Background: an optimization exercise with open tools, aiming at small area. Do not read the settings as production practice.
At most, simulation tests tie the RTL to the original design; equivalence was not proved.
No activity file was given, so power comes from the tool's default toggle rates.

before:
Design dnnProcessingElement, start of the top module:
module dnnProcessingElement #(
  parameter int BUFFER_DEPTH = 256,
  parameter int GAP_CYCLES = 11
) (
  input logic clock,
  input logic reset,
  input logic [pePkg::DATA_WIDTH-1:0] dataIn,
  input logic isNewData,
  input logic isBusy,
  output logic [pePkg::DATA_WIDTH-1:0] dataOut,
  output logic doTransmit
);
  localparam int DW = pePkg::DATA_WIDTH;
  localparam int AW = $clog2(BUFFER_DEPTH);
  typedef enum logic [2:0] {
    stateIdle,
    stateHeader,
    stateLoad,
    stateEngine,
    stateDelay,
    stateSend
  } peState;
  peState state;
  logic isRelu;
  logic lastNewData;
  logic newByte;
  logic [DW-1:0] hC, hP, hQ, hR, hS, hX;
  logic [DW-1:0] cs, cr, cq, cp, cc;
  logic [DW-1:0] sInc, rInc, qInc, pInc, cInc;
  logic [DW-1:0] sLimit;
  logic sEnd, rEnd, qEnd, pEnd, cEnd;
  logic [AW-1:0] rowBase, winBase, pBase;
  logic [AW-1:0] rowLen, rowStep;
  logic [AW-1:0] writeIndex;
  logic [AW-1:0] writeNext;
  logic [AW-1:0] readAddress;
  logic [AW-1:0] opA, opB, sum;
  logic [DW-1:0] readData;
  logic [DW-1:0] runningMax;
  logic [DW-1:0] maxNext;
  logic loading, engine;
  logic writeEnable;
  logic [DW-1:0] writeData;
  logic sendNow;
  assign newByte = isNewData != lastNewData;
  ...
==> module dnnProcessingElement, before the edit <==
module dnnProcessingElement #(
  parameter int BUFFER_DEPTH = 256,
  parameter int GAP_CYCLES = 11
) (
  input logic clock,
  input logic reset,
  input logic [pePkg::DATA_WIDTH-1:0] dataIn,
  input logic isNewData,
  input logic isBusy,
  output logic [pePkg::DATA_WIDTH-1:0] dataOut,
  output logic doTransmit
);
  localparam int DW = pePkg::DATA_WIDTH;
  localparam int AW = $clog2(BUFFER_DEPTH);
  typedef enum logic [2:0] {
    stateIdle,
    stateHeader,
    stateLoad,
    stateEngine,
    stateDelay,
    stateSend
  } peState;
  peState state;
  logic isRelu;
  logic lastNewData;
  logic newByte;
  logic [DW-1:0] hC, hP, hQ, hR, hS, hX;
  logic [DW-1:0] cs, cr, cq, cp, cc;
  logic [DW-1:0] sInc, rInc, qInc, pInc, cInc;
  logic [DW-1:0] sLimit;
  logic sEnd, rEnd, qEnd, pEnd, cEnd;
  logic [AW-1:0] rowBase, winBase, pBase;
  logic [AW-1:0] rowLen, rowStep;
  logic [AW-1:0] writeIndex;
  logic [AW-1:0] writeNext;
  logic [AW-1:0] readAddress;
  logic [AW-1:0] opA, opB, sum;
  logic [DW-1:0] readData;
  logic [DW-1:0] runningMax;
  logic [DW-1:0] maxNext;
  logic loading, engine;
  logic writeEnable;
  logic [DW-1:0] writeData;
  logic sendNow;
  assign newByte = isNewData != lastNewData;
  assign loading = state == stateLoad;
  assign engine = state == stateEngine;
  assign sInc = cs + 1'b1;
  assign rInc = cr + 1'b1;
  assign qInc = cq + 1'b1;
  assign pInc = cp + 1'b1;
  assign cInc = cc + 1'b1;
  assign qEnd = qInc == hQ;
  assign pEnd = pInc == hP;
  assign cEnd = cInc == hC;
  always_comb begin
    sLimit = hS;
    if (state == stateSend) begin
      sLimit = writeIndex;
    end else if (loading && !qEnd) begin
      sLimit = hX;
    end
  end
  assign sEnd = sInc == sLimit;
  assign rEnd = rInc == ((loading && !pEnd) ? pBase : hR);
  assign readAddress = rowBase + cs;
  assign writeNext = writeIndex + 1'b1;
  always_comb begin
    opA = rowBase;
    opB = rowLen;
    if (rEnd) begin
      if (!qEnd) begin
        opA = winBase;
        opB = hX;
      end else if (!pEnd) begin
        opA = pBase;
        opB = rowStep;
      end else begin
        opB = hS;
      end
    end
  end
  assign sum = opA + opB;
  featureEngine u_featureEngine (
    .first((cs == '0) && (cr == '0)),
    .isRelu(isRelu),
    .readData(readData),
    .runningMax(runningMax),
    .maxNext(maxNext)
  );
  assign writeEnable = (loading && newByte) || (engine && sEnd && rEnd);
  assign writeData = loading ? dataIn : maxNext;
  featureBuffer #(
    .BUFFER_DEPTH(BUFFER_DEPTH)
  ) u_featureBuffer (
    .clock(clock),
    .writeEnable(writeEnable),
    .writeAddress(writeIndex),
    .writeData(writeData),
    .readAddress(readAddress),
    .readData(readData)
  );
  assign sendNow = (state == stateSend) && !isBusy && (cq[3:0] == 4'(GAP_CYCLES - 1));
  always_ff @(posedge clock) begin
    lastNewData <= isNewData;
    runningMax <= maxNext;
  end
  always_ff @(posedge clock) begin
    if (reset) begin
      dataOut <= '0;
      doTransmit <= 1'b0;
    end else begin
      doTransmit <= sendNow;
      if (sendNow) begin
        dataOut <= readData;
      end
    end
  end
  always_ff @(posedge clock) begin
    if (reset) begin
      state <= stateIdle;
    end else begin
      case (state)
        stateIdle: begin
          if (newByte) begin
            cs <= '0;
            if (dataIn == pePkg::LAYER_MAX_POOL) begin
              isRelu <= 1'b0;
              state <= stateHeader;
            end else if (dataIn == pePkg::LAYER_RELU) begin
              isRelu <= 1'b1;
              hR <= 8'd1;
              hS <= 8'd1;
              hX <= 8'd1;
              pBase <= 8'd1;
              state <= stateHeader;
            end
          end
        end
        stateHeader: begin
          if (newByte) begin
            case (cs[2:0])
              3'd0: hC <= dataIn;
              3'd1: hP <= dataIn;
              3'd2: hQ <= dataIn;
              3'd3: hR <= dataIn;
              3'd4: hS <= dataIn;
              3'd5: hX <= dataIn;
              default: pBase <= dataIn;
            endcase
            cs <= sInc;
            if (cs[2:0] == (isRelu ? 3'd2 : 3'd6)) begin
              state <= stateLoad;
              cs <= '0;
              cr <= '0;
              cq <= '0;
              cp <= '0;
              cc <= '0;
              writeIndex <= '0;
              rowLen <= '0;
              rowStep <= '0;
            end
          end
        end
        stateLoad: begin
          if (newByte) begin
            writeIndex <= writeNext;
            if (!sEnd) begin
              cs <= sInc;
            end else begin
              cs <= '0;
              if (!qEnd) begin
                cq <= qInc;
              end else begin
                cq <= '0;
                if (rowLen == '0) begin
                  rowLen <= writeNext;
                end
                if (!rEnd) begin
                  cr <= rInc;
                end else begin
                  cr <= '0;
                  if (!pEnd) begin
                    cp <= pInc;
                    if (rowStep == '0) begin
                      rowStep <= writeNext;
                    end
                  end else begin
                    cp <= '0;
                    if (!cEnd) begin
                      cc <= cInc;
                    end else begin
                      cc <= '0;
                      state <= stateEngine;
                      writeIndex <= '0;
                      rowBase <= '0;
                      winBase <= '0;
                      pBase <= '0;
                    end
                  end
                end
              end
            end
          end
        end
        stateEngine: begin
          if (sEnd && rEnd) begin
            writeIndex <= writeNext;
          end
          if (!sEnd) begin
            cs <= sInc;
          end else begin
            cs <= '0;
            if (!rEnd) begin
              cr <= rInc;
              rowBase <= sum;
            end else begin
              cr <= '0;
              if (!qEnd) begin
                cq <= qInc;
                rowBase <= sum;
                winBase <= sum;
              end else begin
                cq <= '0;
                if (!pEnd) begin
                  cp <= pInc;
                  rowBase <= sum;
                  winBase <= sum;
                  pBase <= sum;
                end else begin
                  cp <= '0;
                  if (!cEnd) begin
                    cc <= cInc;
                    rowBase <= sum;
                    winBase <= sum;
                    pBase <= sum;
                  end else begin
                    cc <= '0;
                    rowBase <= '0;
                    state <= stateDelay;
                  end
                end
              end
            end
          end
        end
        stateDelay: begin
          cq <= qInc;
          if (cq[3:0] == (isRelu ? 4'd3 : 4'd4)) begin
            cq <= '0;
            state <= stateSend;
          end
        end
        stateSend: begin
          if (!isBusy) begin
            cq <= qInc;
          end
          if (sendNow) begin
            cq <= '0;
            cs <= sInc;
            if (sEnd) begin
              state <= stateIdle;
            end
          end
        end
        default: begin
          state <= stateIdle;
        end
      endcase
    end
  end
endmodule
export LEC_CHECK = 0
export CAP_MARGIN = 20
export CORE_MARGIN = 2
export CORE_UTILIZATION = 40
export CTS_BUF_LIST = sky130_fd_sc_hd__clkbuf_16
export CTS_CLUSTER_DIAMETER = 100
export CTS_CLUSTER_SIZE = 30
export SLEW_MARGIN = 20
export SYNTH_HIERARCHICAL = 1
export SYNTH_MINIMUM_KEEP_SIZE = 0
create_clock -name core_clock -period 14.0 [get_ports {clock}]
run.sh (not shown) runs the stock make flow with config.mk's settings and CLKGATE_MAP_FILE= SYNTH_SCRIPT=/design/flow/synth_recipe.tcl, a recipe that flattens the netlist after the stock synthesis.
### before -> after
--- a/flow/design.v
+++ b/flow/design.v
@@ -126,5 +126,4 @@
   logic [DW-1:0] cs, cr, cq, cp, cc;
   logic [DW-1:0] sInc, rInc, qInc, pInc, cInc;
-  logic [DW-1:0] sLimit;
   logic sEnd, rEnd, qEnd, pEnd, cEnd;
   logic [AW-1:0] rowBase, winBase, pBase;
@@ -152,13 +151,5 @@
   assign pEnd = pInc == hP;
   assign cEnd = cInc == hC;
-  always_comb begin
-    sLimit = hS;
-    if (state == stateSend) begin
-      sLimit = writeIndex;
-    end else if (loading && !qEnd) begin
-      sLimit = hX;
-    end
-  end
-  assign sEnd = sInc == sLimit;
+  assign sEnd = sInc == ((loading && !qEnd) ? hX : hS);
   assign rEnd = rInc == ((loading && !pEnd) ? pBase : hR);
   assign readAddress = rowBase + cs;
@@ -166,7 +157,9 @@
   always_comb begin
     opA = rowBase;
-    opB = rowLen;
-    if (rEnd) begin
-      if (!qEnd) begin
+    opB = AW'(1);
+    if (engine) begin
+      if (!rEnd) begin
+        opB = rowLen;
+      end else if (!qEnd) begin
         opA = winBase;
         opB = hX;
@@ -175,5 +168,5 @@
         opB = rowStep;
       end else begin
-        opB = hS;
+        opA = readAddress;
       end
     end
@@ -356,6 +349,6 @@
           if (sendNow) begin
             cq <= '0;
-            cs <= sInc;
-            if (sEnd) begin
+            rowBase <= sum;
+            if (sum == writeIndex) begin
               state <= stateIdle;
             end
==> results.txt <==
after closes out successfully: all stages finished, all timing, DRC and antenna checks passed.
Met3 capacity usage during global routing: after vs before down 1.2 points
before → after: post-synthesis compound-gate area fraction decreased 0.16 points; antenna diode count fell 1; synthesized-area fraction occupied by xor and xnor cells rose by 0.32 points; synthesized area comparable.
before has higher number of fillers in the final layout than after.
Power in combinational cells: after and before compared, higher one is before
Worst setup slack came out lower on after than on before.
Worst hold margin: after worse than before
Comparing before with after, the area of the die came out essentially unchanged.
For before, only the layout was checked, not whether the RTL still works.

## what the ideal ports hide
The flow's constraints put no driver on any port. The routed layouts listed below were extracted and timed again, unchanged, in two steps.
Step 1, drivers: a clkbuf_16 drives clock and a buf_2 each remaining input, both assumed.
Step 2 adds t to the input delays and takes it off the output delays; t is the mean of the earliest and latest rising clock arrival at the registers after step 1. Input paths then give back, and output paths get back, about the clock's delay inside the block.
a / b / c = no drivers / after step 1 / after step 2; a / b = the first two.
run	t (ns)	slack for setup (ns)	hold WS [ns]	worst register clock-pin slew, ns
before	0.840	4.291 / 4.291 / 4.291	0.593 / 0.593 / 0.593	0.12 / 0.12
after	0.853	4.277 / 4.277 / 4.277	0.560 / 0.560 / 0.560	0.12 / 0.12
After both steps setup and hold are still met in every run listed.
